Source: an optimization exercise on an open RTL-to-GDS flow (aim: small area). Production flows keep margins and buffers that such runs may drop. In this exercise RTL edits were held to simulation tests only and were not proved equivalent to the original. Power is estimated from default activity; no workload was simulated.

==> flow/design.v <==
`timescale 1ns/1ps
module bus_subsystem (
  input  logic        ck,
  input  logic        rst,
  output logic        master_in_notify,
  input  logic        master_in_sync,
  input  logic        master_in_trans,
  input  logic [31:0] master_in_addr,
  input  logic [31:0] master_in_data,
  output logic        master_out_notify,
  input  logic        master_out_sync,
  output logic        master_out_ack,
  output logic [31:0] master_out_data
);
  localparam logic [8*32-1:0] rom_words = {
    32'h8000_0000, 32'h7fff_ffff, 32'ha5a5_5a5a, 32'h0f0f_0f0f,
    32'hffff_0000, 32'h89ab_cdef, 32'h1234_5678, 32'h0000_0001
  };
  localparam logic [7:0] wport0 = 8'b0001_0001;
  localparam logic [7:0] wport1 = 8'b0001_0001;
  localparam logic [7:0] wport2 = 8'b0000_0001;
  localparam logic [7:0] rport0 = 8'b0101_0101;
  localparam logic [7:0] rport1 = 8'b0001_0001;
  localparam logic [7:0] rport2 = 8'b0001_0001;
  logic        in_n;     
  logic        out_n;    
  logic [2:0]  cnt;      
  logic [1:0]  win_q;
  logic [2:0]  off_q;
  logic        wr_q;
  logic        reg_q;    
  logic        ack_q;
  logic [2:0]  t;
  logic [31:0] r;
  logic        accept;
  logic        mapped;
  logic [1:0]  in_win;
  logic [2:0]  in_off;
  logic        busy;
  logic [2:0]  a;
  assign accept = in_n & master_in_sync;
  assign mapped = ~|master_in_addr[31:5];
  assign in_win = master_in_addr[4:3];
  assign in_off = master_in_addr[2:0];
  assign busy   = ~in_n & ~out_n;
  assign a      = off_q + t;      
  always_ff @(posedge ck or posedge rst) begin
    if (rst) begin
      in_n  <= 1'b1;
      out_n <= 1'b0;
      reg_q <= 1'b0;
      t     <= '0;
    end else begin
      t <= t + 3'd1;
      if (accept) begin
        in_n  <= 1'b0;
        out_n <= ~mapped;
        reg_q <= mapped & (in_win != 2'd3);
      end else if (out_n) begin
        if (master_out_sync) begin
          out_n <= 1'b0;
          in_n  <= 1'b1;
        end
      end else if (busy && cnt == '0) begin
        out_n <= 1'b1;
      end
    end
  end
  always_ff @(posedge ck) begin
    if (accept) begin
      case (in_win)
        2'd1:    cnt <= 3'd3;
        2'd2:    cnt <= 3'd6;
        default: cnt <= 3'd1;
      endcase
      win_q <= in_win;
      off_q <= in_off;
      wr_q  <= master_in_trans;
      ack_q <= master_in_trans & mapped & (in_win == 2'd3);
    end else begin
      cnt <= cnt - 3'd1;
    end
  end
  logic [31:0] m0 [8];
  logic [31:0] m1 [8];
  logic [31:0] m2 [8];
  logic [7:0]  v0, v1, v2;
  logic [7:0]  ws0, ws1, ws2;    
  logic [7:0]  wh0, wh1, wh2;    
  logic [7:0]  wn0, wn1, wn2;    
  logic        reg_n, wr_n;
  logic [1:0]  win_n;
  logic [2:0]  a_n;              
  logic [7:0]  rs0, rs1, rs2;    
  logic [7:0]  rn0, rn1, rn2;    
  logic [7:0]  vn0, vn1, vn2;    
  logic        rd_n;
  logic [31:0] cap;
  always_comb begin
    for (int p = 0; p < 8; p++) begin
      wn0[p] = wport0[p] && reg_n && wr_n && win_n == 2'd0 && a_n == 3'(p - 1);
      wn1[p] = wport1[p] && reg_n && wr_n && win_n == 2'd1 && a_n == 3'(p - 1);
      wn2[p] = wport2[p] && reg_n && wr_n && win_n == 2'd2 && a_n == 3'(p - 1);
      rn0[p] = rport0[p] && rd_n && win_n == 2'd0 && a_n == 3'(p) && vn0[p];
      rn1[p] = rport1[p] && rd_n && win_n == 2'd1 && a_n == 3'(p) && vn1[p];
      rn2[p] = rport2[p] && rd_n && win_n == 2'd2 && a_n == 3'(p) && vn2[p];
    end
    cap = '0;
    for (int p = 0; p < 8; p++) begin
      if (rs0[p]) cap = cap | m0[p];
      if (rs1[p]) cap = cap | m1[p];
      if (rs2[p]) cap = cap | m2[p];
    end
  end
  always_comb begin
    for (int p = 0; p < 8; p++) begin
      vn0[p] = ws0[p] | v0[(p + 7) % 8];
      vn1[p] = ws1[p] | v1[(p + 7) % 8];
      vn2[p] = ws2[p] | v2[(p + 7) % 8];
    end
  end
  assign reg_n = accept ? (mapped & (in_win != 2'd3)) : reg_q;
  assign wr_n  = accept ? master_in_trans : wr_q;
  assign rd_n  = reg_n & ~wr_n;
  assign win_n = accept ? in_win : win_q;
  assign a_n   = (accept ? in_off : off_q) + t + 3'd1;
  always_ff @(posedge ck or posedge rst) begin
    if (rst) begin
      ws0 <= '0;
      ws1 <= '0;
      ws2 <= '0;
      rs0 <= '0;
      rs1 <= '0;
      rs2 <= '0;
    end else begin
      ws0 <= wn0;
      ws1 <= wn1;
      ws2 <= wn2;
      rs0 <= rn0;
      rs1 <= rn1;
      rs2 <= rn2;
    end
  end
  always_ff @(posedge ck) begin
    wh0 <= ~wn0;
    wh1 <= ~wn1;
    wh2 <= ~wn2;
  end
  always_ff @(posedge ck or posedge rst) begin
    if (rst) begin
      v0 <= '0;
      v1 <= '0;
      v2 <= '0;
    end else begin
      v0 <= vn0;
      v1 <= vn1;
      v2 <= vn2;
    end
  end
  always_ff @(posedge ck) begin
    for (int p = 0; p < 8; p++) begin
      m0[p] <= ({32{ws0[p]}} & r) | ({32{wh0[p]}} & m0[(p + 7) % 8]);
      m1[p] <= ({32{ws1[p]}} & r) | ({32{wh1[p]}} & m1[(p + 7) % 8]);
      m2[p] <= ({32{ws2[p]}} & r) | ({32{wh2[p]}} & m2[(p + 7) % 8]);
    end
  end
  always_ff @(posedge ck) begin
    if (accept) begin
      if (master_in_trans) begin
        r <= master_in_data;
      end else if (mapped && in_win == 2'd3) begin
        r <= rom_words[32*in_off +: 32];
      end else begin
        r <= '0;
      end
    end else begin
      r <= r | cap;
    end
  end
  assign master_in_notify  = in_n;
  assign master_out_notify = out_n;
  assign master_out_ack    = ack_q;
  assign master_out_data   = wr_q ? '0 : r;
endmodule
==> flow/flow/run.sh <==
#!/bin/bash
# The standard layout (standard.sh, unchanged synthesis, floorplan, power grid
# and routing), with two steps tuned for cell area:
#  - port buffers use the smallest buffer (every port still gets one),
#  - clock tree: clkbuf_4 sink clusters, no dummy loads,

# make's output goes to flow_make.log; ORFS's per-step logs stay in orfs/logs.
set -euo pipefail
bash standard.sh \
  "BUFFER_PORTS_ARGS=-buffer_cell sky130_fd_sc_hd__buf_1" \
  "CTS_ARGS=-sink_clustering_enable -repair_clock_nets -buf_list sky130_fd_sc_hd__clkbuf_4 -sink_clustering_size 10 -sink_clustering_max_diameter 40 -dont_use_dummy_load" \
  finish > flow_make.log 2>&1
==> flow/standard.sh <==
#!/bin/bash
# synth_recipe.tcl (not shown) runs the flow's synth.tcl, then flattens the netlist and writes it again
# the make line also repeats each setting of config.mk as NAME=value (left out here)
make -C /OpenROAD-flow-scripts/flow DESIGN_CONFIG=/design/flow/config.mk WORK_HOME=/design/flow/orfs CLKGATE_MAP_FILE= SYNTH_SCRIPT=/design/flow/synth_recipe.tcl "${@:-finish}"
==> flow/config.mk <==
export PLATFORM = sky130hd
export DESIGN_NAME = bus_subsystem
export DESIGN_NICKNAME = bus_subsystem
export VERILOG_FILES = /design/flow/design.v
export SDC_FILE = /design/flow/constraint.sdc
export NUM_CORES = 4
export LEC_CHECK = 0
export CAP_MARGIN = 20
export CORE_MARGIN = 2
export CORE_UTILIZATION = 40
export SLEW_MARGIN = 20
==> flow/constraint.sdc <==
create_clock -name core_clock -period 4.0 [get_ports {ck}]
set_input_delay 0.8000 -clock core_clock [delete_from_list [all_inputs] [get_ports {ck}]]
set_output_delay 0.8000 -clock core_clock [all_outputs]
set_load 0.01 [all_outputs]
==> impl_metrics.py, run 1 <==
metrics = {
    "run_status": {
        "status": "complete, no violations",
    },
    "clock_network": {
        "cts_root_buffer": "clkbuf_4",
        "cts_sinks": 858,
        "cts_inserted_buffers": 103,
        "tritoncts": "yes",
        "cts_resized": 0,
        "htreeDepth": 3,
        "clk_pin_slew_ns": 0.10,
        "postCtsSetupRepairBufs": 0,
        "postCtsHoldBufs": 0,
        "insertion_delay_ns": 0.87,
        "cts_buffer_depth": 3,
    },
    "timing": {
        "slew_viol_final": 0,
        "finalSetupTns_ns": 0,
        "rsz0062_at_grt": "false",
        "worst_slew_pin_slew_ns": 1.152,
        "setup_viol": 0,
        "timing.fmax_mhz": 319.8,
        "hold_viol": 0,
        "slew_headroom_pct": 23.21,
        "finalClockSkew_ns": 0.08207,
        "fin_crit_ns": 3.127,
        "fin_crit_sh_pct": 78.17,
    },
    "cells_and_area": {
        "drive_gt1_share_pct": 8.794,
        "nets": 1767,
        "seqCellArea_mm2": 0.01741,
        "area_growth_pct": 8.746,
        "fill_cells": 4910,
        "multi_input_area_mm2": 0.004177,
        "utilization_pct": 44.20,
    },
    "worst_setup_path": {
        "crit_cells": 2,
        "reg2reg_to": "wh0[0]",
        "path_cells": "nor2b_1, buf_1",
        "critPathSlowestCell": "dfxtp_2",
        "startpoint_type": "register",
        "cp_max_fo": 33,
        "r2r-start": "in_n",
        "r2r_setup_slack_ns": 1.30,
        "crit_buf_inv": 1,
        "cpLargestDelayFamily": "flip-flops",
        "cp_slowest_stage_delay_ns": 1.03,
        "cp-end-kind": "output pin",
        "required_ns": 3.20,
        "critical_path_class": "reg -> out",
        "crit_arrival_ns": 2.33,
        "r2r_cells": 9,
    },
    "die": {
        "die_x_um": 238.3,
        "ioPinCount": 104,
        "start_util_pct": 40.65,
        "die-area_mm2": 0.05679,
        "die-height_um": 238.3,
        "rows": 85,
        "core_area_mm2": 0.05403,
    },
    "routing": {
        "via_per_inst": 5.267,
        "routed_wl_mm": 54.12,
        "dr.pass1.iters": 6,
        "antenna_left": 0,
        "wire_per_inst_um": 22.73,
        "num_vias": 12540,
        "drc": 0,
        "drt_iter0_markers": 920,
    },
    "pwr": {
        "combPwrFrac_pct": 8.9,
        "powerDensity_mw_per_mm2": 597.7,
        "clockPowerShare_pct": 26.0,
        "power.leakage_nw": 9.362,
        "switching_share_pct": 26.60,
        "p_int_w": 0.01048,
        "seqPwrFrac_pct": 65.1,
        "p_sw_w": 0.003797,
        "ir_worst_vdd_uv": 279.4,
    },
    "synth": {
        "yosysSeqAreaShare_pct": 79.24,
        "postSynthAreaPerCell_um2": 14.32,
        "ys_ff_latch": 858,
        "syn_nets": 1616,
        "ys_warn_count": 4,
        "async_reset_ff_share_pct": 5.012,
        "synth_ff_type": "dfxtp_1",
        "synthCells": 1534,
        "ys_types": 49,
        "syn-cell-area_mm2": 0.02196,
        "synth_edf_count": 1,
    },
    "worst_hold_path": {
        "hold_class": "in -> async",
    },
    "grt": {
        "grt_pass1_wl_mm": 81.25,
        "grt_use_total_pct": 19.21,
        "grt-ovfl-total": 0,
        "grt_max_degree": 48,
        "first_global_vias": 12790,
        "antenna_found_initial": 2,
    },
    "run": {
        "maxCapViolCount": 0,
    },
    "placement": {
        "hpwl_mm": 31.35,
        "portBuffers": 103,
        "globalplace.congestion": 0.7781,
    },
}
[cell usage after synthesis, drive strengths merged (7+ instances only)]
master,count,area (um^2)
a22o,168,1471
nor2b,38,237.7
buf,8,53.79
a222oi,24,240.2
a22oi,64,480.5
a2111oi,23,201.4
a21oi,58,290.3
dfrtp,42,1051
dfxtp,814,16300
ha,12,150.1
mux2i,7,70.07
nor3,8,40.04
clkbuf,75,281.5
o21ai,8,40.04
nor2,18,67.56
o22ai,28,181.4
nand3,35,175.2
nand2,37,138.9
nor4,12,75.07
inv,13,48.80
[registers in the layout, summed over array words and instances (netlist names), 3 cells and up]
name	count
cnt	3
m0	256
m1	256
m2	256
off_q	3
r	32
rs0	4
t	3
v0	8
v1	8
v2	8
[how the worst max path moves through the flow]
stage                   start             endpoint  slack (ns)
2_1_floorplan  master_in_sync               wh2[0]        0.65
3_3_place_gp   master_in_sync               wh0[0]        0.88
3_5_place_dp   master_in_sync               wh0[0]        0.80
4_1_cts                  wr_q   master_out_data[9]        0.72
5_1_grt                  wr_q  master_out_data[14]        0.72
6_report                 wr_q  master_out_data[14]        0.87
[cells by family after synthesis]
group | synth area share [%]
DFF | 79.24
AOI/OAI and AO/OA | 13.61
and+or+nand+nor | 4.188
buffers and inverters | 1.749
adders and majority gates | 0.7748
muxes | 0.3191
xor gates and xnor gates | 0.1197
[power by group through the flow]
stage	Clock, W	Sequential, W	Combinational [W]
after floorplan	0	0.00921	0.000881
after global placement	0	0.00949	0.00127
after detailed placement	0	0.00948	0.00129
after CTS	0.00382	0.00929	0.00129
after global routing	0.00419	0.00934	0.00141
final	0.00371	0.00929	0.00128
[per-stage QoR]
step	total power [W]	instance area, um^2	hold slack, ns	worst slack, ns	std cells
6_report	0.01427	23880	0.07888	0.8733	2381
5_1_grt	0.01494	23880	0.07825	0.7241	2381
4_1_cts	0.01439	23880	0.01068	0.7182	2379
3_5_place_dp	0.01077	23100	0.3121	0.7985	2276
3_3_place_gp	0.01076	23100	0.3104	0.8766	2276
2_1_floorplan	0.01010	21960	0.3096	0.6544	1534
[final cells by class]
class / count / area share (%)
Timing Repair Buffer: 129 / 2.494
Sequential cell: 858 / 72.91
Multi-Input combinational cell: 580 / 17.49
Tap cell: 696 / 3.646
Inverter: 13 / 0.2043
Antenna cell: 2 / 0.02096
Clock buffer: 103 / 3.238
[tightest hold or removal path, stage by stage]
cell	delay, ns
buf_1	0.07
inv_1	0.04
buf_4	0.43
[cell usage in the layout, fill, tap and decap left out, drive strengths merged, types with 12 or more instances in the layout]
master	count
dfxtp	814
a22o	168
buf	128
clkbuf	104
a22oi	64
a21oi	58
dfrtp	42
nor2b	38
nand2	37
nand3	35
o22ai	28
a222oi	24
a2111oi	23
nor2	18
inv	13
nor4	12
ha	12
[per-layer routing]
| metal | vias up | global-route usage, % | wire [um] |
|---|---|---|---|
| met5 | - | 0 | 0 |
| met1 | 6271 | 26.35 | 24990 |
| li1 | 5758 | - | - |
| met2 | 426 | 30.47 | 24570 |
| met4 | 0 | 5.852 | 1140 |
| met3 | 86 | 4.165 | 3424 |
==> inputs of run 2 (changes only) <==
--- a/flow/design.v
+++ b/flow/design.v
@@ -130,15 +130,14 @@
       ws1 <= '0;
       ws2 <= '0;
-      rs0 <= '0;
-      rs1 <= '0;
-      rs2 <= '0;
     end else begin
       ws0 <= wn0;
       ws1 <= wn1;
       ws2 <= wn2;
-      rs0 <= rn0;
-      rs1 <= rn1;
-      rs2 <= rn2;
     end
+  end
+  always_ff @(posedge ck) begin
+    rs0 <= rn0;
+    rs1 <= rn1;
+    rs2 <= rn2;
   end
   always_ff @(posedge ck) begin
==> flow/flow/run.sh (replaced) <==
#!/bin/bash
# The standard layout (standard.sh, unchanged synthesis, floorplan, power grid
# and routing), with two steps tuned for cell area:
#  - port buffers use the smallest buffer (every port still gets one),
#  - clock tree: clkbuf_16 sink clusters, no dummy loads,

# make's output goes to flow_make.log; ORFS's per-step logs stay in orfs/logs.
set -euo pipefail
bash standard.sh \
  "BUFFER_PORTS_ARGS=-buffer_cell sky130_fd_sc_hd__buf_1" \
  "CTS_ARGS=-sink_clustering_enable -repair_clock_nets -buf_list sky130_fd_sc_hd__clkbuf_16 -sink_clustering_size 30 -sink_clustering_max_diameter 50 -dont_use_dummy_load" \
  finish > flow_make.log 2>&1
==> run 2 against run 1 <==
Final area rose by 1.4%. Core utilization rose by 0.60 points. Highest routed layer unchanged. Clock power rose by 23%. Worst setup slack improved by 0.22 ns. Via count fell by 3.3%. Still clean on timing, DRC and antenna. Wire length fell by 3.5%. Non-clock buffer count fell by 3. Sequential cell count did not move. Global-route usage fell by 0.99 points.
==> impl_metrics.py, run 2 <==
metrics = {
    "routing": {
        "num_vias": 12130,
        "dr.pass1.iters": 5,
        "wire_per_inst_um": 22.51,
        "routed_wl_mm": 52.21,
        "antenna_left": 0,
        "drc": 0,
        "via_per_inst": 5.230,
        "drt_iter0_markers": 1118,
    },
    "synth": {
        "synth_ff_type": "dfxtp_1",
        "synth_edf_count": 1,
        "ys_warn_count": 4,
        "yosys-top-cells-area": "dfxtp_1, a22o_1, dfrtp_1, a22oi_1, a21oi_1",
        "ys_ff_latch": 858,
        "syn_nets": 1616,
        "ys_types": 49,
        "synth_compound_area_share_pct": 13.63,
        "yosysSeqAreaShare_pct": 79.21,
        "postSynthAreaPerCell_um2": 14.29,
        "synth_top_family_by_area": "compound AO/OA/AOI/OAI gates",
        "async_reset_ff_share_pct": 4.079,
        "synth_xor_area_share_pct": 0.1199,
        "yosysTopAreaCell": "dfxtp_1",
        "synthTopCellsByCount": "dfxtp_1, a22o_1, clkbuf_1",
        "synthMuxAreaShare_pct": 0.3196,
        "synthCells": 1534,
        "yosys.area_share.adder_pct": 0.7763,
        "synthSimpleGateAreaFrac_pct": 4.195,
        "synth_most_common_cell": "dfxtp_1",
        "syn-cell-area_mm2": 0.02192,
        "synth.top_cell.area_share_pct": 75.07,
    },
    "timing": {
        "finalSetupTns_ns": 0,
        "slew_headroom_pct": 22.59,
        "rsz0062_at_grt": "false",
        "worst_slew_pin_slew_ns": 1.161,
        "slew_viol_final": 0,
        "finalClockSkew_ns": 0.04330,
        "hold_viol": 0,
        "fin_crit_sh_pct": 72.71,
        "finalWorstSetupSlack_ns": 1.092,
        "fin_crit_ns": 2.908,
        "setup_viol": 0,
        "whs_ns": 0.2622,
        "timing.fmax_mhz": 343.9,
    },
    "cells_and_area": {
        "nets": 1707,
        "area_growth_pct": 10.42,
        "final_cell_mix": "dfxtp_1, a22o_1, buf_1, a22oi_1, a21oi_1",
        "antennaDiodeCount": 0,
        "largest_registers": "m0: 256 flops, m1: 256 flops, m2: 256 flops",
        "final_area_mm2": 0.02420,
        "drive_gt1_share_pct": 5.422,
        "final_common_cell": "dfxtp_1",
        "fill_cells": 4844,
    },
    "pwr": {
        "powerDensity_mw_per_mm2": 624.4,
        "p_sw_w": 0.003773,
        "seqPwrFrac_pct": 61.3,
        "combPwrFrac_pct": 8.4,
        "p_int_w": 0.01134,
        "ir_worst_vdd_uv": 277.0,
        "switching_share_pct": 24.97,
        "p_total_w": 0.01511,
        "power.leakage_nw": 9.396,
        "clockPowerShare_pct": 30.3,
    },
    "die": {
        "start_util_pct": 40.57,
        "rows": 85,
        "die-height_um": 238.1,
        "core_area_mm2": 0.05403,
        "die-area_mm2": 0.05669,
        "ioPinCount": 104,
        "die_x_um": 238.1,
    },
    "clock_network": {
        "insertion_delay_ns": 0.61,
        "cts_resized": 0,
        "postCtsHoldBufs": 0,
        "clk_pin_slew_ns": 0.09,
        "cts_buffer_depth": 3,
        "cts_sinks": 858,
        "postCtsSetupRepairBufs": 0,
        "tritoncts": "yes",
        "cts_root_buffer": "clkbuf_16",
        "htreeDepth": 2,
        "cts_inserted_buffers": 46,
    },
    "worst_setup_path": {
        "cp_max_fo": 33,
        "required_ns": 3.20,
        "r2r_setup_slack_ns": 1.11,
        "crit_arrival_ns": 2.11,
        "startpoint_type": "register",
        "critical_path_class": "reg -> out",
        "cp-end-kind": "output pin",
    },
    "run": {
        "maxCapViolCount": 0,
    },
    "grt": {
        "antenna_found_initial": 0,
        "grt_use_total_pct": 18.22,
        "grt_pass1_wl_mm": 77.14,
        "grt-ovfl-total": 0,
        "grt_max_degree": 48,
        "first_global_vias": 12150,
    },
    "run_status": {
        "status": "complete, no violations",
    },
    "worst_hold_path": {
        "hold_class": "in -> async",
    },
    "placement": {
        "hpwl_mm": 28.94,
        "dpl_cell_area_mm2": 0.02305,
        "globalplace.congestion": 0.7879,
        "place_worst_setup_slack_ns": 0.6570,
        "portBuffers": 103,
    },
}
-- run 2: cell types whose count changed in the layout (fill, tap and decap cells not counted), moves of 2 or more --
cell / previous run / this run
dfrtp_1: 40 / 33
buf_4: 25 / 21
clkbuf_4: 103 / 0
dfxtp_1: 809 / 816
clkbuf_16: 0 / 46
diode_2: 2 / 0
-- run 2: kinds of logic after synthesis --
kind of cell	after synthesis
adders and majority gates	13
muxes	7
and+or+nand+nor	174
DFF	858
buffers and inverters	96
xor gates and xnor gates	3
AOI/OAI and AO/OA	383
-- run 2: area by class of cell --
type | instances | area [um^2] | area share, %
Clock buffer | 46 | 1151 | 4.756
Inverter | 13 | 48.80 | 0.2016
Multi-Input combinational cell | 580 | 4177 | 17.26
Sequential cell | 858 | 17370 | 71.77
Tap cell | 696 | 870.8 | 3.598
Timing Repair Buffer | 126 | 585.6 | 2.419
-- run 2: path summary, 6_finish.rpt --
check,from,endpoint,depth (start not counted)
setup / recovery,wr_q,master_out_data[14],2
hold / removal,rst,v1[7],3
setup reg to reg,in_n,wh1[0],9
hold reg to reg,m1[2][4],m1[3][4],0
max in group asynchronous,rst,in_n,3
min in group core_clock,m1[2][4],m1[3][4],0
-- run 2: per-stage QoR --
step / utilization, % / std cells
floorplan: - / 1534
global placement: 42.67 / 2273
detailed placement: 42.67 / 2273
CTS: 44.80 / 2319
global route: 44.80 / 2319
finish: 44.80 / 2319
-- run 2: per-layer routing --
metal | up-vias | GRT usage (%) | part of all wire [%] | wire length, um
met5 | - | 0 | 0 | 0
met4 | 0 | 5.246 | 2.4 | 1241
met3 | 83 | 3.876 | 6.7 | 3483
met2 | 403 | 27.80 | 44 | 22960
met1 | 6036 | 26.13 | 47 | 24520
li1 | 5606 | - | - | -
-- run 2: critical path: stages, from the launching register on --
cell and delay, ns:
dfxtp_2 1.05, nor2b_1 0.24, buf_1 0.20
-- run 2: power groups by stage --
stage / clock, W / sequential (W) / combinational [W]
CTS: 0.00466 / 0.00927 / 0.00128
global route: 0.00497 / 0.00932 / 0.00140
floorplan: 0 / 0.00921 / 0.000879
global placement: 0 / 0.00946 / 0.00126
detailed placement: 0 / 0.00947 / 0.00127
finish: 0.00458 / 0.00927 / 0.00126
==> inputs of run 3 (changes only) <==
==> flow/flow/run.sh (replaced) <==
#!/bin/bash
# The standard layout (standard.sh, unchanged synthesis, floorplan, power grid
# and routing), with two steps tuned for cell area:
#  - port buffers use the smallest buffer (every port still gets one),
#  - clock tree: clkbuf_8 sink clusters, no dummy loads,

# make's output goes to flow_make.log; ORFS's per-step logs stay in orfs/logs.
set -euo pipefail
bash standard.sh \
  "BUFFER_PORTS_ARGS=-buffer_cell sky130_fd_sc_hd__buf_1" \
  "CTS_ARGS=-sink_clustering_enable -repair_clock_nets -buf_list sky130_fd_sc_hd__clkbuf_8 -sink_clustering_size 28 -sink_clustering_max_diameter 40 -dont_use_dummy_load" \
  finish > flow_make.log 2>&1
==> run 3 against run 2 <==
Sequential share of layout area increased by 0.56 points. Critical endpoint is now wh2[0]. Via count increased by 0.78%. Critical path depth increased by 7.
==> impl_metrics.py, run 3 <==
metrics = {
    "run_status": {
        "status": "complete, no violations",
    },
    "synth": {
        "ys_types": 49,
        "postSynthAreaPerCell_um2": 14.29,
        "synth_edf_count": 1,
        "synth_ff_type": "dfxtp_1",
        "ys_warn_count": 4,
        "synthTopCellsByCount": "dfxtp_1, a22o_1, clkbuf_1",
        "yosys-top-cells-area": "dfxtp_1, a22o_1, dfrtp_1, a22oi_1, a21oi_1",
        "synth.top_cell.area_share_pct": 75.07,
        "yosysTopAreaCell": "dfxtp_1",
        "yosysSeqAreaShare_pct": 79.21,
        "syn_nets": 1616,
        "synthCells": 1534,
        "ys_ff_latch": 858,
        "async_reset_ff_share_pct": 4.079,
        "synth_most_common_cell": "dfxtp_1",
        "syn-cell-area_mm2": 0.02192,
    },
    "pwr": {
        "power.leakage_nw": 9.332,
        "powerDensity_mw_per_mm2": 607.6,
        "ir_worst_vdd_uv": 266.8,
    },
    "worst_setup_path": {
        "critical_path_class": "reg -> reg",
        "cp_slowest_stage_delay_ns": 0.65,
        "path_cells": "nand2_2, inv_1, mux2i_1, ha_1, fa_1, xnor2_1, nand3_1, and2_1, or3_1",
        "critPathSlowestCell": "dfstp_2",
        "startpoint": "in_n",
        "r2r_cells": 9,
        "crit_arrival_ns": 3.42,
        "startpoint_type": "register",
        "required_ns": 4.49,
        "crit_path_end": "wh2[0]",
        "reg2reg_to": "wh2[0]",
        "r2r-start": "in_n",
        "crit_buf_inv": 1,
        "cpLargestDelayFamily": "simple AND/OR/NAND/NOR gates",
        "cp-end-kind": "register",
        "cp_max_fo": 12,
        "crit_cells": 9,
        "r2r_setup_slack_ns": 1.06,
    },
    "routing": {
        "antenna_left": 0,
        "num_vias": 12220,
        "wire_per_inst_um": 22.27,
        "drc": 0,
        "drt_iter0_markers": 1227,
        "routed_wl_mm": 52.19,
        "via_per_inst": 5.217,
        "dr.pass1.iters": 6,
    },
    "cells_and_area": {
        "final_common_cell": "dfxtp_1",
        "final_cell_mix": "dfxtp_1, a22o_1, buf_1, clkbuf_8, a22oi_1",
        "area_growth_pct": 9.561,
        "antennaDiodeCount": 0,
        "drive_gt1_share_pct": 6.800,
        "final_area_mm2": 0.02402,
        "largest_registers": "m0: 256 flops, m1: 256 flops, m2: 256 flops",
        "nets": 1731,
    },
    "timing": {
        "rsz0062_at_grt": "false",
        "finalClockSkew_ns": 0.05628,
        "finalWorstSetupSlack_ns": 1.064,
        "timing.fmax_mhz": 340.6,
        "slew_viol_final": 0,
        "fin_crit_ns": 2.936,
        "hold_viol": 0,
        "slew_headroom_pct": 22.35,
        "finalSetupTns_ns": 0,
        "fin_crit_sh_pct": 73.39,
        "setup_viol": 0,
        "worst_slew_pin_slew_ns": 1.165,
    },
    "clock_network": {
        "htreeDepth": 3,
        "cts_sinks": 858,
        "clk_pin_slew_ns": 0.08,
        "postCtsHoldBufs": 0,
        "postCtsSetupRepairBufs": 0,
        "insertion_delay_ns": 0.65,
        "tritoncts": "yes",
        "cts_buffer_depth": 3,
        "cts_resized": 0,
        "cts_root_buffer": "clkbuf_8",
        "cts_inserted_buffers": 70,
    },
    "grt": {
        "grt_use_total_pct": 18.40,
        "grt-ovfl-total": 0,
        "grt_max_degree": 48,
        "grt_pass1_wl_mm": 77.63,
        "first_global_vias": 12360,
        "antenna_found_initial": 0,
    },
    "placement": {
        "place_worst_setup_slack_ns": 0.6570,
        "hpwl_mm": 28.94,
        "dpl_cell_area_mm2": 0.02305,
        "globalplace.congestion": 0.7879,
        "portBuffers": 103,
    },
    "die": {
        "die_x_um": 238.1,
        "start_util_pct": 40.57,
        "rows": 85,
        "die-area_mm2": 0.05669,
        "core_area_mm2": 0.05403,
        "ioPinCount": 104,
        "die-height_um": 238.1,
    },
    "run": {
        "maxCapViolCount": 0,
    },
    "worst_hold_path": {
        "hold_class": "in -> async",
    },
}
==> run 3: cell counts after synthesis <==
Identical to the previous run, type by type.
==> run 3: worst reg2reg max path, delay by kind of cell, from the launching register on <==
family | cells | cell delay (ns)
buffers and inverters | 1 | 0.30
multiplexers | 1 | 0.16
AND/OR/NAND/NOR | 4 | 0.87
XOR/XNOR | 1 | 0.22
adder cells (fa/ha/maj) | 2 | 0.58
flip-flops | 1 | 0.65
==> run 3: how the worst min path moves through the flow <==
stage / start / to / cells past startpoint
after global routing: rst / v2[4] / 3
final: rst / t[1] / 3
after detailed placement: m1[2][15] / m1[3][15] / 0
after floorplan: m0[1][0] / m0[2][0] / 0
after global placement: m2[2][9] / m2[3][9] / 0
after CTS: rst / v2[0] / 3
==> run 3: kinds of logic after synthesis <==
group / Yosys count / synth area share [%]
xor+xnor: 3 / 0.1199
flops: 858 / 79.21
simple gates: 174 / 4.195
mux: 7 / 0.3196
buf+inv: 96 / 1.752
fa+ha+maj: 13 / 0.7762
compound gates: 383 / 13.63
==> run 3: final cells by class <==
| cell class | count | area, um^2 |
|---|---|---|
| Fill cell | 4883 | 30010 |
| Tap cell | 696 | 870.8 |
| Inverter | 13 | 48.80 |
| Multi-Input combinational cell | 580 | 4177 |
| Clock buffer | 70 | 963.4 |
| Timing Repair Buffer | 126 | 585.6 |
| Sequential cell | 858 | 17370 |
==> run 3: metal layers <==
layer  global-route usage, %  share of wire, %  wire, um
met5                       0                 0         0
met3                   4.176               6.6      3467
met2                   27.95                44     22860
met4                   6.629               3.1      1612
met1                   25.78                46     24250
==> run 3: where the power goes <==
group	switching (W)	internal, W
sequential	0.000484	0.00878
combinational	0.000751	0.000511
clock	0.00249	0.00157
==> run 3: through the flow <==
step | hold slack [ns] | instances | power [W] | utilization [%]
floorplan | 0.3096 | 1534 | 0.01009 | -
global placement | 0.3099 | 2273 | 0.01072 | 42.67
detailed placement | 0.3121 | 2273 | 0.01074 | 42.67
CTS | 0.1872 | 2343 | 0.01472 | 44.45
global route | 0.2272 | 2343 | 0.01521 | 44.45
finish | 0.2127 | 2343 | 0.01459 | 44.45
==> inputs of run 4 (changes only) <==
--- a/flow/flow/run.sh
+++ b/flow/flow/run.sh
@@ -9,4 +9,4 @@
 bash standard.sh \
   "BUFFER_PORTS_ARGS=-buffer_cell sky130_fd_sc_hd__buf_1" \
-  "CTS_ARGS=-sink_clustering_enable -repair_clock_nets -buf_list sky130_fd_sc_hd__clkbuf_8 -sink_clustering_size 28 -sink_clustering_max_diameter 40 -dont_use_dummy_load" \
+  "CTS_ARGS=-sink_clustering_enable -repair_clock_nets -buf_list sky130_fd_sc_hd__clkbuf_8 -sink_clustering_size 24 -sink_clustering_max_diameter 40 -dont_use_dummy_load" \
   finish > flow_make.log 2>&1
==> run 4 against run 3 <==
Sequential share of layout area unchanged. Sequential cell count did not move. Clock skew stayed put. Still clean. First-iteration DRC count stayed put. Count of clock-buffer cells in the layout did not move. Largest power group unchanged. Highest routed layer unchanged.
==> impl_metrics.py, run 4 <==
metrics = {
    "run_status": {
        "status": "complete, no violations",
    },
    "timing": {
        "setup_viol": 0,
        "finalClockSkew_ns": 0.05628,
        "slew_viol_final": 0,
        "fin_crit_ns": 2.936,
        "hold_viol": 0,
        "slew_headroom_pct": 22.35,
        "timing.fmax_mhz": 340.6,
        "finalSetupTns_ns": 0,
        "worst_slew_pin_slew_ns": 1.165,
        "fin_crit_sh_pct": 73.39,
        "rsz0062_at_grt": "false",
    },
    "clock_network": {
        "insertion_delay_ns": 0.65,
        "cts_root_buffer": "clkbuf_8",
        "postCtsSetupRepairBufs": 0,
        "cts_resized": 0,
        "cts_inserted_buffers": 70,
        "clk_pin_slew_ns": 0.08,
        "tritoncts": "yes",
        "postCtsHoldBufs": 0,
        "cts_buffer_depth": 3,
        "htreeDepth": 3,
        "cts_sinks": 858,
    },
    "synth": {
        "synth_edf_count": 1,
        "syn-cell-area_mm2": 0.02192,
        "syn_nets": 1616,
        "synth.top_cell.area_share_pct": 75.07,
        "ys_ff_latch": 858,
        "postSynthAreaPerCell_um2": 14.29,
        "synthTopCellsByCount": "dfxtp_1, a22o_1, clkbuf_1",
        "synthCells": 1534,
        "yosysTopAreaCell": "dfxtp_1",
        "ys_types": 49,
        "yosysSeqAreaShare_pct": 79.21,
        "synth_ff_type": "dfxtp_1",
        "yosys-top-cells-area": "dfxtp_1, a22o_1, dfrtp_1, a22oi_1, a21oi_1",
        "ys_warn_count": 4,
        "synth_most_common_cell": "dfxtp_1",
        "async_reset_ff_share_pct": 4.079,
    },
    "routing": {
        "antenna_left": 0,
        "drc": 0,
        "met1_length_mm": 24.25,
        "topRoutingLayerUsed": "met4",
        "drt_iter0_markers": 1227,
        "routed_wl_mm": 52.19,
        "dr.pass1.iters": 6,
        "met3_length_mm": 3.467,
        "route.met2.wl_mm": 22.86,
        "wire_per_inst_um": 22.27,
        "num_vias": 12220,
        "via_per_inst": 5.217,
    },
    "worst_setup_path": {
        "path_cells": "nand2_2, inv_1, mux2i_1, ha_1, fa_1, xnor2_1, nand3_1, and2_1, or3_1",
        "required_ns": 4.49,
        "critical_path_class": "reg -> reg",
        "critPathSlowestCell": "dfstp_2",
        "r2r_cells": 9,
        "startpoint_type": "register",
        "crit_arrival_ns": 3.42,
        "r2r_setup_slack_ns": 1.06,
        "cp-end-kind": "register",
        "cp_slowest_stage_delay_ns": 0.65,
        "r2r-start": "in_n",
        "reg2reg_to": "wh2[0]",
        "cp_max_fo": 12,
    },
    "cells_and_area": {
        "area_growth_pct": 9.561,
        "largest_registers": "m0: 256 flops, m1: 256 flops, m2: 256 flops",
        "final_common_cell": "dfxtp_1",
        "drive_gt1_share_pct": 6.800,
        "antennaDiodeCount": 0,
        "final_cell_mix": "dfxtp_1, a22o_1, buf_1, clkbuf_8, a22oi_1",
        "utilization_pct": 44.45,
        "nets": 1731,
    },
    "placement": {
        "portBuffers": 103,
        "hpwl_mm": 28.94,
        "globalplace.congestion": 0.7879,
    },
    "die": {
        "start_util_pct": 40.57,
        "rows": 85,
        "core_area_mm2": 0.05403,
        "die-height_um": 238.1,
        "die-area_mm2": 0.05669,
        "ioPinCount": 104,
        "die_x_um": 238.1,
    },
    "pwr": {
        "seqPwrFrac_pct": 63.5,
        "p_int_w": 0.01086,
        "p_sw_w": 0.003729,
        "combPwrFrac_pct": 8.6,
        "powerDensity_mw_per_mm2": 607.6,
        "switching_share_pct": 25.55,
        "clockPowerShare_pct": 27.9,
        "power.leakage_nw": 9.332,
        "ir_worst_vdd_uv": 266.8,
    },
    "grt": {
        "grt_pass1_wl_mm": 77.63,
        "grt_max_degree": 48,
        "grt-ovfl-total": 0,
        "antenna_found_initial": 0,
        "grt_use_total_pct": 18.40,
        "first_global_vias": 12360,
    },
    "run": {
        "maxCapViolCount": 0,
    },
    "worst_hold_path": {
        "hold_class": "in -> async",
    },
}
[run 4: cell counts in the layout (fill, tap and decap cells not counted)]
Identical to the previous run, type by type.
[run 4: how the worst max path moves through the flow]
stage	start	to	slack [ns]	depth (start not counted)
6_report	in_n	wh2[0]	1.06	9
5_1_grt	in_n	wh2[0]	0.87	9
4_1_cts	wr_q	master_out_data[14]	0.91	2
3_5_place_dp	master_in_sync	wh1[0]	0.66	10
3_3_place_gp	master_in_sync	wh2[0]	0.73	10
2_1_floorplan	master_in_sync	wh2[0]	0.65	12
[run 4: worst max-delay path: cells and delay by family (launching register included)]
kind          cells  cell delay, ns
xor+xnor          1            0.22
fa+ha+maj         2            0.58
buf+inv           1            0.30
flops             1            0.65
mux               1            0.16
simple gates      4            0.87
[run 4: power groups by stage]
stage | sequential, W | clock, W | combinational [W]
after detailed placement | 0.00947 | 0 | 0.00127
after floorplan | 0.00921 | 0 | 0.000879
after global placement | 0.00946 | 0 | 0.00126
after global routing | 0.00932 | 0.00449 | 0.00140
final | 0.00927 | 0.00407 | 0.00126
after CTS | 0.00927 | 0.00417 | 0.00128
[run 4: cell type report]
class / instances / area (um^2)
Fill cell: 4883 / 30010
Sequential cell: 858 / 17370
Multi-Input combinational cell: 580 / 4177
Clock buffer: 70 / 963.4
Tap cell: 696 / 870.8
Timing Repair Buffer: 126 / 585.6
Inverter: 13 / 48.80
[run 4: per-layer routing]
metal	track usage, %	up-vias
met4	6.629	0
met2	27.95	422
met5	0	-
li1	-	5646
met3	4.176	112
met1	25.78	6043
[run 4: cell families (layout without fill, tap and decap cells)]
group,count (synthesis),count (layout),synth area share [%]
mux,7,7,0.3196
xor+xnor,3,3,0.1199
fa+ha+maj,13,13,0.7762
buf+inv,96,209,1.752
simple gates,174,174,4.195
compound gates,383,383,13.63
flops,858,858,79.21
[run 4: through the flow]
stage               cell area (um^2)  std cells  power, W  hold slack (ns)  setup slack (ns)
floorplan                      21920       1534   0.01009           0.3096            0.6544
global placement               23050       2273   0.01072           0.3099            0.7250
detailed placement             23050       2273   0.01074           0.3121            0.6570
CTS                            24020       2343   0.01472           0.1872            0.9129
global route                   24020       2343   0.01521           0.2272            0.8654
finish                         24020       2343   0.01459           0.2127             1.064
==> inputs of run 5 (changes only) <==
--- a/flow/design.v
+++ b/flow/design.v
@@ -130,14 +130,15 @@
       ws1 <= '0;
       ws2 <= '0;
+      rs0 <= '0;
+      rs1 <= '0;
+      rs2 <= '0;
     end else begin
       ws0 <= wn0;
       ws1 <= wn1;
       ws2 <= wn2;
+      rs0 <= rn0;
+      rs1 <= rn1;
+      rs2 <= rn2;
     end
-  end
-  always_ff @(posedge ck) begin
-    rs0 <= rn0;
-    rs1 <= rn1;
-    rs2 <= rn2;
   end
   always_ff @(posedge ck) begin
--- a/flow/flow/run.sh
+++ b/flow/flow/run.sh
@@ -9,4 +9,4 @@
 bash standard.sh \
   "BUFFER_PORTS_ARGS=-buffer_cell sky130_fd_sc_hd__buf_1" \
-  "CTS_ARGS=-sink_clustering_enable -repair_clock_nets -buf_list sky130_fd_sc_hd__clkbuf_8 -sink_clustering_size 24 -sink_clustering_max_diameter 40 -dont_use_dummy_load" \
+  "CTS_ARGS=-sink_clustering_enable -repair_clock_nets -buf_list sky130_fd_sc_hd__clkbuf_8 -sink_clustering_size 18 -sink_clustering_max_diameter 50 -dont_use_dummy_load" \
   finish > flow_make.log 2>&1
==> run 5 against run 4 <==
First-iteration DRC count shrank 20%. Sequential share of layout area grew 0.56 points. Critical path depth shrank 7. Worst setup slack lost 0.021 ns. Total power shrank 1.8%. Clock skew is essentially flat. Non-clock buffer count grew 3. Wire length grew 3.4%. Still clean on timing, DRC and antenna. Largest power group unchanged. Die area grew 0.18%. Register-to-register slack gained 0.26 ns.
==> impl_metrics.py, run 5 <==
metrics = {
    "run_status": {
        "status": "complete, no violations",
    },
    "clock_network": {
        "cts_buffer_depth": 3,
        "tritoncts": "yes",
        "cts_sinks": 858,
        "htreeDepth": 2,
        "postCtsHoldBufs": 0,
        "insertion_delay_ns": 0.70,
        "postCtsSetupRepairBufs": 0,
        "cts_root_buffer": "clkbuf_8",
        "cts_resized": 0,
        "cts_inserted_buffers": 57,
        "clk_pin_slew_ns": 0.11,
    },
    "timing": {
        "worst_slew_pin_slew_ns": 1.166,
        "slew_headroom_pct": 22.25,
        "finalWorstSetupSlack_ns": 1.043,
        "fin_crit_sh_pct": 73.92,
        "fin_crit_ns": 2.957,
        "rsz0062_at_grt": "false",
        "setup_viol": 0,
        "timing.fmax_mhz": 338.2,
        "finalClockSkew_ns": 0.05653,
        "hold_viol": 0,
        "finalSetupTns_ns": 0,
        "slew_viol_final": 0,
    },
    "routing": {
        "drt_iter0_markers": 986,
        "dr.pass1.iters": 6,
        "via_per_inst": 5.265,
        "drc": 0,
        "wire_per_inst_um": 23.14,
        "antenna_left": 0,
        "routed_wl_mm": 53.99,
        "num_vias": 12280,
    },
    "worst_hold_path": {
        "hold_class": "in -> async",
    },
    "synth": {
        "async_reset_ff_share_pct": 5.012,
        "synth_most_common_cell": "dfxtp_1",
        "yosysTopAreaCell": "dfxtp_1",
        "ys_warn_count": 4,
        "ys_types": 49,
        "synthTopCellsByCount": "dfxtp_1, a22o_1, clkbuf_1",
        "yosysSeqAreaShare_pct": 79.24,
        "syn-cell-area_mm2": 0.02196,
        "ys_ff_latch": 858,
        "synth_ff_type": "dfxtp_1",
        "synthCells": 1534,
        "yosys-top-cells-area": "dfxtp_1, a22o_1, dfrtp_1, a22oi_1, a21oi_1",
        "synth_edf_count": 1,
        "syn_nets": 1616,
        "postSynthAreaPerCell_um2": 14.32,
        "synth.top_cell.area_share_pct": 74.20,
    },
    "grt": {
        "grt_max_degree": 48,
        "grt_pass1_wl_mm": 80.23,
        "first_global_vias": 12380,
        "grt_use_total_pct": 18.96,
        "antenna_found_initial": 0,
        "grt-ovfl-total": 0,
    },
    "worst_setup_path": {
        "startpoint_type": "register",
        "required_ns": 3.20,
        "critPathSlowestCell": "dfxtp_2",
        "cp-end-kind": "output pin",
        "crit_arrival_ns": 2.16,
        "cpLargestDelayFamily": "flip-flops",
        "startpoint": "wr_q",
        "crit_buf_inv": 1,
        "cp_slowest_stage_delay_ns": 1.01,
        "path_cells": "nor2b_1, buf_1",
        "critical_path_class": "reg -> out",
        "cp_max_fo": 33,
        "r2r-start": "in_n",
    },
    "run": {
        "maxCapViolCount": 0,
    },
    "die": {
        "die-area_mm2": 0.05679,
        "core_area_mm2": 0.05403,
        "ioPinCount": 104,
        "die_x_um": 238.3,
        "die-height_um": 238.3,
        "rows": 85,
        "start_util_pct": 40.65,
    },
    "placement": {
        "portBuffers": 103,
        "place_worst_setup_slack_ns": 0.7985,
        "globalplace.congestion": 0.7781,
        "hpwl_mm": 31.35,
        "dp.cells": 2276,
    },
    "cells_and_area": {
        "final_cell_mix": "dfxtp_1, a22o_1, buf_1, a22oi_1, a21oi_1",
        "nets": 1721,
        "area_growth_pct": 8.774,
        "final_common_cell": "dfxtp_1",
        "antennaDiodeCount": 0,
        "utilization_pct": 44.21,
        "drive_gt1_share_pct": 6.231,
        "largest_registers": "m0: 256 flops, m1: 256 flops, m2: 256 flops",
        "layoutNonFillerInstCount": 2333,
    },
    "pwr": {
        "powerDensity_mw_per_mm2": 600.1,
        "seqPwrFrac_pct": 64.8,
        "power.leakage_nw": 9.298,
        "ir_worst_vdd_uv": 334.7,
        "p_int_w": 0.01057,
        "p_sw_w": 0.003763,
        "switching_share_pct": 26.25,
        "clockPowerShare_pct": 26.2,
        "combPwrFrac_pct": 8.9,
    },
}
[run 5: worst min-delay path: cells and delay by family]
kind,cells,cell delay [ns]
buffers and inverters,3,0.54
[run 5: final timing paths]
kind                                            to  slack, ns  cells past startpoint
worst min-delay path                         v1[4]       0.20                      3
min in group core_clock                  m0[6][26]       0.29                      0
max in group asynchronous                     in_n       3.38                      3
worst max register to register              wh1[0]       1.32                      9
worst max-delay path            master_out_data[9]       1.04                      2
worst min register to register           m0[6][26]       0.29                      0
[run 5: final cells by class]
class	instances	area [um^2]
clock buffers	57	784.5
fillers	4912	30140
inverters	13	48.80
multi-input cells	580	4177
flip-flops and latches	858	17410
well taps	696	870.8
repair buffers	129	595.6
[run 5: kinds of logic (layout without fill, tap and decap cells)]
kind of cell / Yosys count / in the layout / synth area share [%]
multiplexers: 7 / 7 / 0.3191
flip-flops: 858 / 858 / 79.24
XOR/XNOR: 3 / 3 / 0.1197
AND/OR/NAND/NOR: 174 / 174 / 4.188
buffers and inverters: 96 / 199 / 1.749
AO/OA/AOI/OAI: 383 / 383 / 13.61
adder cells (fa/ha/maj): 13 / 13 / 0.7748
[run 5: metal layers]
| metal | wire, um | part of all wire [%] | global-route usage [%] |
|---|---|---|---|
| met5 | 0 | 0 | 0 |
| met4 | 1178 | 2.2 | 5.549 |
| met3 | 2709 | 5.0 | 3.054 |
| met2 | 24460 | 45 | 30.44 |
| met1 | 25640 | 47 | 26.45 |
[run 5: through the flow]
step,instance area [um^2],total power [W],hold WS (ns)
final,23890,0.01433,0.2009
after global routing,23890,0.01493,0.2537
after floorplan,21960,0.01010,0.3096
after global placement,23100,0.01076,0.3104
after CTS,23890,0.01442,0.1766
after detailed placement,23100,0.01077,0.3121
[run 5: power groups by stage]
stage | Combinational (W) | Sequential (W) | Clock (W)
5_1_grt | 0.00141 | 0.00934 | 0.00417
4_1_cts | 0.00129 | 0.00929 | 0.00385
3_5_place_dp | 0.00129 | 0.00948 | 0
6_report | 0.00128 | 0.00929 | 0.00376
3_3_place_gp | 0.00127 | 0.00949 | 0
2_1_floorplan | 0.000881 | 0.00921 | 0
==> inputs of run 6 (changes only) <==
--- a/flow/design.v
+++ b/flow/design.v
@@ -130,15 +130,14 @@
       ws1 <= '0;
       ws2 <= '0;
-      rs0 <= '0;
-      rs1 <= '0;
-      rs2 <= '0;
     end else begin
       ws0 <= wn0;
       ws1 <= wn1;
       ws2 <= wn2;
-      rs0 <= rn0;
-      rs1 <= rn1;
-      rs2 <= rn2;
     end
+  end
+  always_ff @(posedge ck) begin
+    rs0 <= rn0;
+    rs1 <= rn1;
+    rs2 <= rn2;
   end
   always_ff @(posedge ck) begin
==> flow/flow/run.sh (replaced) <==
#!/bin/bash
# The standard layout (standard.sh: ORFS floorplan, power grid, placement,
# routing) with these changes for cell area:
#  - synthesis: the standard flow's script, but ABC maps for area (flow/synth.tcl),
#  - port buffers use the smallest buffer (every port still gets one),
#  - clock tree: clkbuf_8 sink clusters, no dummy loads.
# make's output goes to flow_make.log; ORFS's per-step logs stay in orfs/logs.
set -euo pipefail
here=$(pwd)
export AREA_ABC_SCRIPT=$here/flow/abc_area.script
bash standard.sh \
  "SYNTH_SCRIPT=$here/flow/synth.tcl" \
  "BUFFER_PORTS_ARGS=-buffer_cell sky130_fd_sc_hd__buf_1" \
  "CTS_ARGS=-sink_clustering_enable -repair_clock_nets -buf_list sky130_fd_sc_hd__clkbuf_8 -sink_clustering_size 18 -sink_clustering_max_diameter 50 -dont_use_dummy_load" \
  finish > flow_make.log 2>&1
==> flow/flow/abc_area.script (new file) <==
&get -n
&st
&dch -f
&nf -a -R 1000
&st
&dch -f
&nf -a -R 1000
&put
==> flow/flow/synth.tcl (new file) <==
# The standard flow's synthesis script (synth_recipe.tcl) with one change: ABC maps the
# combinational logic with an area-oriented script (abc_area.script beside
# this file) in place of ORFS's speed script. Everything else, flip-flop
# mapping included, is the standard synthesis, so the registers are the same.
proc synth {args} { yosys synth -nofsm -noshare {*}$args }
proc abc {args} {
  set i [lsearch -exact $args -script]
  if { $i >= 0 } { lset args [expr {$i + 1}] $::env(AREA_ABC_SCRIPT) }
  yosys abc {*}$args
}
source $::env(SCRIPTS_DIR)/synth.tcl
# left out here: clear keep_hierarchy, flatten, clean up, hide names made inside functions, write 1_2_yosys.v
==> run 6 against run 5 <==
Fmax fell by 1.4%. Register-to-register slack got worse by 0.20 ns. First-iteration DRC count rose by 14%. Clock power barely moved.
==> impl_metrics.py, run 6 <==
metrics = {
    "synth": {
        "yosys.area_share.adder_pct": 0.7981,
        "async_reset_ff_share_pct": 4.079,
        "synth.top_cell.area_share_pct": 77.18,
        "synthSimpleGateAreaFrac_pct": 4.090,
        "yosysTopAreaCell": "dfxtp_1",
        "synthTopCellsByCount": "dfxtp_1, a22o_1, nand2_1",
        "synth_compound_area_share_pct": 12.94,
        "syn_nets": 1487,
        "synthCells": 1405,
        "synth_xor_area_share_pct": 0.1643,
        "synth_most_common_cell": "dfxtp_1",
        "syn-cell-area_mm2": 0.02132,
        "ys_warn_count": 4,
        "synth_edf_count": 1,
        "ys_types": 36,
        "postSynthAreaPerCell_um2": 15.18,
        "yosysSeqAreaShare_pct": 81.43,
        "synth_ff_type": "dfxtp_1",
        "synthMuxAreaShare_pct": 0.1878,
        "yosys-top-cells-area": "dfxtp_1, a22o_1, dfrtp_1, a222oi_1, nand2_1",
        "synth_top_family_by_area": "compound AO/OA/AOI/OAI gates",
        "ys_ff_latch": 858,
    },
    "cells_and_area": {
        "utilization_pct": 44.72,
        "final_cell_mix": "dfxtp_1, a22o_1, buf_1, a222oi_1, nand2_1",
        "final_area_mm2": 0.02355,
        "largest_registers": "m0: 256 flops, m1: 256 flops, m2: 256 flops",
        "nets": 1670,
        "area_growth_pct": 10.44,
        "drive_gt1_share_pct": 6.179,
        "final_common_cell": "dfxtp_1",
    },
    "grt": {
        "antenna_found_initial": 3,
        "grt_use_total_pct": 18.42,
        "grt-ovfl-total": 0,
        "first_global_vias": 12060,
        "grt_pass1_wl_mm": 76.94,
        "grt_max_degree": 36,
    },
    "timing": {
        "fin_crit_ns": 2.998,
        "slew_viol_final": 0,
        "rsz0062_at_grt": "false",
        "finalWorstSetupSlack_ns": 1.002,
        "worst_slew_pin_slew_ns": 1.221,
        "setup_viol": 0,
        "hold_viol": 0,
        "slew_headroom_pct": 18.59,
        "timing.fmax_mhz": 333.5,
        "fin_crit_sh_pct": 74.96,
        "finalSetupTns_ns": 0,
        "finalClockSkew_ns": 0.04355,
    },
    "clock_network": {
        "tritoncts": "yes",
        "postCtsHoldBufs": 0,
        "cts_sinks": 858,
        "cts_inserted_buffers": 58,
        "htreeDepth": 2,
        "cts_root_buffer": "clkbuf_8",
        "cts_buffer_depth": 3,
        "insertion_delay_ns": 0.68,
        "clk_pin_slew_ns": 0.10,
        "postCtsSetupRepairBufs": 0,
        "cts_resized": 0,
    },
    "worst_setup_path": {
        "crit_arrival_ns": 3.61,
        "r2r_setup_slack_ns": 1.12,
        "r2r-start": "in_n",
        "cpLargestDelayFamily": "simple AND/OR/NAND/NOR gates",
        "critical_path_class": "in -> reg",
        "path_cells": "buf_1, nor4_1, nand4_1, nor2_1, nand2_1, nor3_1, o21ai_0, nand2_1",
        "startpoint_type": "input port",
        "cpMostUsedCell": "nand2_1",
        "cp_slowest_stage_delay_ns": 0.84,
        "cp-end-kind": "register",
        "required_ns": 4.61,
        "r2r_cells": 9,
        "crit_buf_inv": 1,
        "cp_max_fo": 13,
        "critPathSlowestCell": "nor3_1",
        "reg2reg_to": "wh2[0]",
    },
    "run": {
        "maxCapViolCount": 0,
    },
    "placement": {
        "portBuffers": 103,
        "hpwl_mm": 28.95,
        "globalplace.congestion": 0.7787,
        "dpl_cell_area_mm2": 0.02274,
        "place_worst_setup_slack_ns": 0.4583,
    },
    "routing": {
        "antenna_left": 0,
        "wire_per_inst_um": 22.68,
        "route.met2.wl_mm": 22.38,
        "drt_iter0_markers": 1120,
        "met1_length_mm": 24.06,
        "met3_length_mm": 3.777,
        "drc": 0,
        "via_per_inst": 5.206,
        "num_vias": 11850,
        "dr.pass1.iters": 6,
        "routed_wl_mm": 51.62,
        "topRoutingLayerUsed": "met5",
    },
    "pwr": {
        "seqPwrFrac_pct": 65.5,
        "powerDensity_mw_per_mm2": 593.4,
        "switching_share_pct": 24.87,
        "power.leakage_nw": 9.169,
        "combPwrFrac_pct": 7.8,
        "p_sw_w": 0.003476,
        "p_int_w": 0.01050,
        "clockPowerShare_pct": 26.7,
        "ir_worst_vdd_uv": 270.1,
    },
    "die": {
        "die_x_um": 234.9,
        "ioPinCount": 104,
        "rows": 84,
        "core_area_mm2": 0.05266,
        "die-area_mm2": 0.05517,
        "die-height_um": 234.9,
        "start_util_pct": 40.49,
    },
    "run_status": {
        "status": "complete, no violations",
    },
    "worst_hold_path": {
        "hold_class": "in -> async",
    },
}
-- run 6: changes by cell type in the layout (fill, tap and decap cells not counted), sizes merged, moves of 22 or more --
cell     change
o22ai       -28
a2111oi     -23
a21oi       -42
clkinv      +22
a222oi      +35
a22oi       -53
nand2       +23
-- run 6: power by group through the flow --
stage	Combinational (W)	Sequential, W	Clock [W]
finish	0.00109	0.00915	0.00374
global route	0.00121	0.00920	0.00415
CTS	0.00110	0.00915	0.00385
detailed placement	0.00110	0.00935	0
global placement	0.00109	0.00935	0
floorplan	0.000679	0.00920	0
-- run 6: kinds of logic (layout without fill, tap and decap cells) --
family / Yosys count / after routing
other: 0 / 2
flip-flops: 858 / 858
XOR/XNOR: 4 / 4
multiplexers: 4 / 4
buffers and inverters: 22 / 203
AND/OR/NAND/NOR: 178 / 178
adder cells (fa/ha/maj): 13 / 13
AO/OA/AOI/OAI: 326 / 326
-- run 6: metrics by stage --
| stage | total power (W) | hold slack (ns) | cells |
|---|---|---|---|
| floorplan | 0.009878 | 0.3096 | 1405 |
| global placement | 0.01044 | 0.3098 | 2216 |
| detailed placement | 0.01045 | 0.3121 | 2216 |
| CTS | 0.01411 | 0.1298 | 2274 |
| global route | 0.01456 | 0.1769 | 2274 |
| finish | 0.01397 | 0.1720 | 2276 |
-- run 6: how the worst max path moves through the flow --
stage / slack (ns) / start / end / cells after the start
3_5_place_dp: 0.46 / master_in_addr[10] / r[2] / 8
3_3_place_gp: 0.52 / master_in_addr[6] / r[2] / 8
5_1_grt: 0.87 / in_n / wh2[0] / 9
2_1_floorplan: 0.27 / master_in_sync / wh2[0] / 9
6_report: 1.00 / master_in_addr[6] / r[2] / 8
4_1_cts: 0.98 / wr_q / master_out_data[26] / 3
-- run 6: worst register-to-register path, delay by kind of cell (launching register included) --
family                     cells  cell delay (ns)
and+or+nand+nor                3             0.61
adders and majority gates      2             0.60
xor gates and xnor gates       2             0.54
DFF                            1             0.40
buffers and inverters          1             0.34
muxes                          1             0.25
-- run 6: cell type report --
| type | count | area, um^2 |
|---|---|---|
| multi-input combinational | 525 | 3880 |
| timing repair buffer | 123 | 536.8 |
| tap | 688 | 860.8 |
| clock buffer | 58 | 798.3 |
| antenna | 2 | 5.005 |
| inverter | 22 | 82.58 |
| sequential | 858 | 17380 |
| fill | 4638 | 29110 |
-- run 6: layer usage --
metal  global-route usage (%)  vias to the layer above
met5                        0                        -
met4                    6.080                        2
met3                    3.254                      103
met2                    27.81                      435
met1                    26.74                     5875
li1                         -                     5433
==> inputs of run 7 (changes only) <==
--- a/flow/flow/run.sh
+++ b/flow/flow/run.sh
@@ -12,4 +12,4 @@
   "SYNTH_SCRIPT=$here/flow/synth.tcl" \
   "BUFFER_PORTS_ARGS=-buffer_cell sky130_fd_sc_hd__buf_1" \
-  "CTS_ARGS=-sink_clustering_enable -repair_clock_nets -buf_list sky130_fd_sc_hd__clkbuf_8 -sink_clustering_size 18 -sink_clustering_max_diameter 50 -dont_use_dummy_load" \
+  "CTS_ARGS=-sink_clustering_enable -repair_clock_nets -buf_list sky130_fd_sc_hd__clkbuf_8 -sink_clustering_size 20 -sink_clustering_max_diameter 55 -dont_use_dummy_load" \
   finish > flow_make.log 2>&1
==> run 7 against run 6 <==
Total power is 1.4% lower. Global-route usage about the same. Worst hold slack better by 0.0050 ns. Clock power fell by 5%. Clock skew rose by 0.0048 ns. Sequential share of layout area up 0.31 points. Register-to-register slack better by 0.06 ns. Critical endpoint unchanged. Largest cell class unchanged. Highest routed layer unchanged.
==> impl_metrics.py, run 7 <==
metrics = {
    "die": {
        "start_util_pct": 40.49,
        "ioPinCount": 104,
        "die-area_mm2": 0.05517,
        "die_x_um": 234.9,
        "rows": 84,
        "die-height_um": 234.9,
        "core_area_mm2": 0.05266,
    },
    "routing": {
        "wire_per_inst_um": 22.74,
        "drc": 0,
        "via_per_inst": 5.240,
        "routed_wl_mm": 51.58,
        "antenna_left": 0,
        "drt_iter0_markers": 1219,
        "num_vias": 11880,
        "dr.pass1.iters": 6,
    },
    "cells_and_area": {
        "multi_input_area_mm2": 0.003880,
        "area_growth_pct": 9.976,
        "final_common_cell": "dfxtp_1",
        "fill_cells": 4642,
        "largest_registers": "m0: 256 flops, m1: 256 flops, m2: 256 flops",
        "seqCellArea_mm2": 0.01738,
        "final_cell_mix": "dfxtp_1, a22o_1, buf_1, a222oi_1, nand2_1",
        "drive_gt1_share_pct": 5.763,
        "nets": 1663,
    },
    "worst_setup_path": {
        "crit_cells": 8,
        "crit_buf_inv": 1,
        "reg2reg_to": "wh2[0]",
        "critPathSlowestCell": "nor3_1",
        "r2r_cells": 9,
        "crit_arrival_ns": 3.55,
        "r2r-start": "in_n",
        "cpLargestDelayFamily": "simple AND/OR/NAND/NOR gates",
        "critical_path_class": "in -> reg",
        "path_cells": "buf_1, nor4_1, nand4_1, nor2_1, nand2_1, nor3_1, o21ai_0, nand2_1",
        "cp_max_fo": 13,
        "r2r_setup_slack_ns": 1.18,
        "cp_slowest_stage_delay_ns": 0.80,
        "cp-end-kind": "register",
        "startpoint_type": "input port",
        "cpMostUsedCell": "nand2_1",
        "required_ns": 4.59,
    },
    "synth": {
        "syn-cell-area_mm2": 0.02132,
        "synthTopCellsByCount": "dfxtp_1, a22o_1, nand2_1",
        "synth_most_common_cell": "dfxtp_1",
        "synth.top_cell.area_share_pct": 77.18,
        "syn_nets": 1487,
        "ys_ff_latch": 858,
        "postSynthAreaPerCell_um2": 15.18,
        "synth_ff_type": "dfxtp_1",
        "ys_types": 36,
        "yosysSeqAreaShare_pct": 81.43,
        "yosysTopAreaCell": "dfxtp_1",
        "synthCells": 1405,
        "yosys-top-cells-area": "dfxtp_1, a22o_1, dfrtp_1, a222oi_1, nand2_1",
        "ys_warn_count": 4,
        "async_reset_ff_share_pct": 4.079,
        "synth_edf_count": 1,
    },
    "clock_network": {
        "cts_buffer_depth": 3,
        "cts_root_buffer": "clkbuf_8",
        "postCtsHoldBufs": 0,
        "cts_sinks": 858,
        "tritoncts": "yes",
        "cts_resized": 0,
        "clk_pin_slew_ns": 0.11,
        "insertion_delay_ns": 0.68,
        "cts_inserted_buffers": 51,
        "htreeDepth": 2,
        "postCtsSetupRepairBufs": 0,
    },
    "timing": {
        "slew_headroom_pct": 19.00,
        "rsz0062_at_grt": "false",
        "slew_viol_final": 0,
        "finalWorstSetupSlack_ns": 1.031,
        "hold_viol": 0,
        "worst_slew_pin_slew_ns": 1.215,
        "setup_viol": 0,
        "finalClockSkew_ns": 0.04831,
        "finalSetupTns_ns": 0,
        "fin_crit_sh_pct": 74.22,
        "timing.fmax_mhz": 336.8,
        "fin_crit_ns": 2.969,
    },
    "placement": {
        "hpwl_mm": 28.95,
        "place_worst_setup_slack_ns": 0.4583,
        "portBuffers": 103,
        "globalplace.congestion": 0.7787,
    },
    "grt": {
        "grt_pass1_wl_mm": 76.67,
        "grt_max_degree": 36,
        "grt-ovfl-total": 0,
        "first_global_vias": 11930,
        "antenna_found_initial": 3,
        "grt_use_total_pct": 18.39,
    },
    "pwr": {
        "powerDensity_mw_per_mm2": 587.8,
        "power.leakage_nw": 9.118,
        "ir_worst_vdd_uv": 282.3,
    },
    "worst_hold_path": {
        "hold_class": "in -> async",
    },
    "run_status": {
        "status": "complete, no violations",
    },
    "run": {
        "maxCapViolCount": 0,
    },
}
## run 7: changes by cell type in the layout (fill, tap and decap cells not counted), sizes merged
| cell | delta |
|---|---|
| diode | -1 |
| clkbuf | -7 |
## run 7: where the power goes
group | total [W] | internal (W) | switching (W)
sequential | 0.00915 | 0.00876 | 0.000390
combinational | 0.00108 | 0.000438 | 0.000646
clock | 0.00355 | 0.00115 | 0.00239
## run 7: per-stage QoR
stage | cells | instance area [um^2] | hold slack (ns) | utilization [%] | total power, W
final | 2268 | 23450 | 0.1770 | 44.53 | 0.01378
after floorplan | 1405 | 21320 | 0.3096 | - | 0.009878
after detailed placement | 2216 | 22740 | 0.3121 | 43.19 | 0.01045
after CTS | 2267 | 23450 | 0.1599 | 44.53 | 0.01390
after global placement | 2216 | 22740 | 0.3098 | 43.19 | 0.01044
after global routing | 2267 | 23450 | 0.1835 | 44.53 | 0.01436
## run 7: cells by family after synthesis
family | synth area share [%]
xor+xnor | 0.1643
simple gates | 4.090
mux | 0.1878
compound gates | 12.94
buf+inv | 0.3873
flops | 81.43
fa+ha+maj | 0.7981
## run 7: final cells by class
type,instances,area share (%)
Antenna cell,1,0.01067
Sequential cell,858,74.14
Timing Repair Buffer,123,2.289
Multi-Input combinational cell,525,16.55
Clock buffer,51,2.993
Tap cell,688,3.671
Inverter,22,0.3522
## run 7: tightest hold or removal path, stage by stage
cell and delay, ns:
buf_1 0.07, clkinv_1 0.03, buf_4 0.37
## run 7: worst max-delay path by stage
stage | slack (ns) | end | start
5_1_grt | 0.87 | r[2] | master_in_addr[10]
4_1_cts | 0.99 | master_out_data[26] | wr_q
6_report | 1.03 | r[2] | master_in_addr[6]
2_1_floorplan | 0.27 | wh2[0] | master_in_sync
3_5_place_dp | 0.46 | r[2] | master_in_addr[10]
3_3_place_gp | 0.52 | r[2] | master_in_addr[6]
## run 7: per-layer routing
layer  global-route usage, %  vias to the layer above  wire length (um)
li1                        -                     5414                 -
met1                   26.50                     5951             23990
met2                   27.60                      428             22370
met3                   4.077                       87              3891
met4                   5.524                        4              1309
met5                       0                        -                31

## what the ideal ports hide
No port has a modelled driver above. Below, the same layouts with a new extraction and two added sets of constraints. Step 1 (the two cells are an assumption about what drives the block):
set clk [get_ports {ck}]
set_driving_cell -lib_cell sky130_fd_sc_hd__clkbuf_16 $clk
set_driving_cell -lib_cell sky130_fd_sc_hd__buf_2 [delete_from_list [all_inputs] $clk]
Step 2 times the ports against the registers' clock, not the clock port: input delays grow and output delays shrink by t, the midpoint of the rising clock arrivals with the driver on. Slacks: no drivers / after step 1 / after step 2; pairs: no drivers / after step 1.
| run | t (ns) | slack for setup (ns) | hold WS [ns] | worst setup path at the end | worst slew at a driven data input, ns |
|---|---|---|---|---|---|
| run 1 | 0.864 | 0.873 / 0.819 / 0.810 | 0.079 / 0.044 / 0.240 | input to register | 0.05 |
| run 2 | 0.646 | 1.092 / 1.035 / 0.624 | 0.262 / 0.225 / 0.283 | input to register | 0.04 |
| run 3 | 0.685 | 1.064 / 1.022 / 0.605 | 0.213 / 0.179 / 0.283 | input to register | 0.04 |
| run 4 | 0.685 | 1.064 / 1.022 / 0.605 | 0.213 / 0.179 / 0.283 | input to register | 0.04 |
| run 5 | 0.724 | 1.043 / 0.989 / 0.813 | 0.201 / 0.166 / 0.286 | input to register | 0.05 |
| run 6 | 0.713 | 1.002 / 1.016 / 0.327 | 0.172 / 0.135 / 0.281 | input to register | 0.12 |
| run 7 | 0.712 | 1.031 / 1.012 / 0.355 | 0.177 / 0.142 / 0.304 | input to register | 0.12 |
After both steps setup and hold are still met in every run listed. For run 7, which loses most, drivers alone change the setup slack by -0.019 ns; drivers and shift together by -0.676 ns.
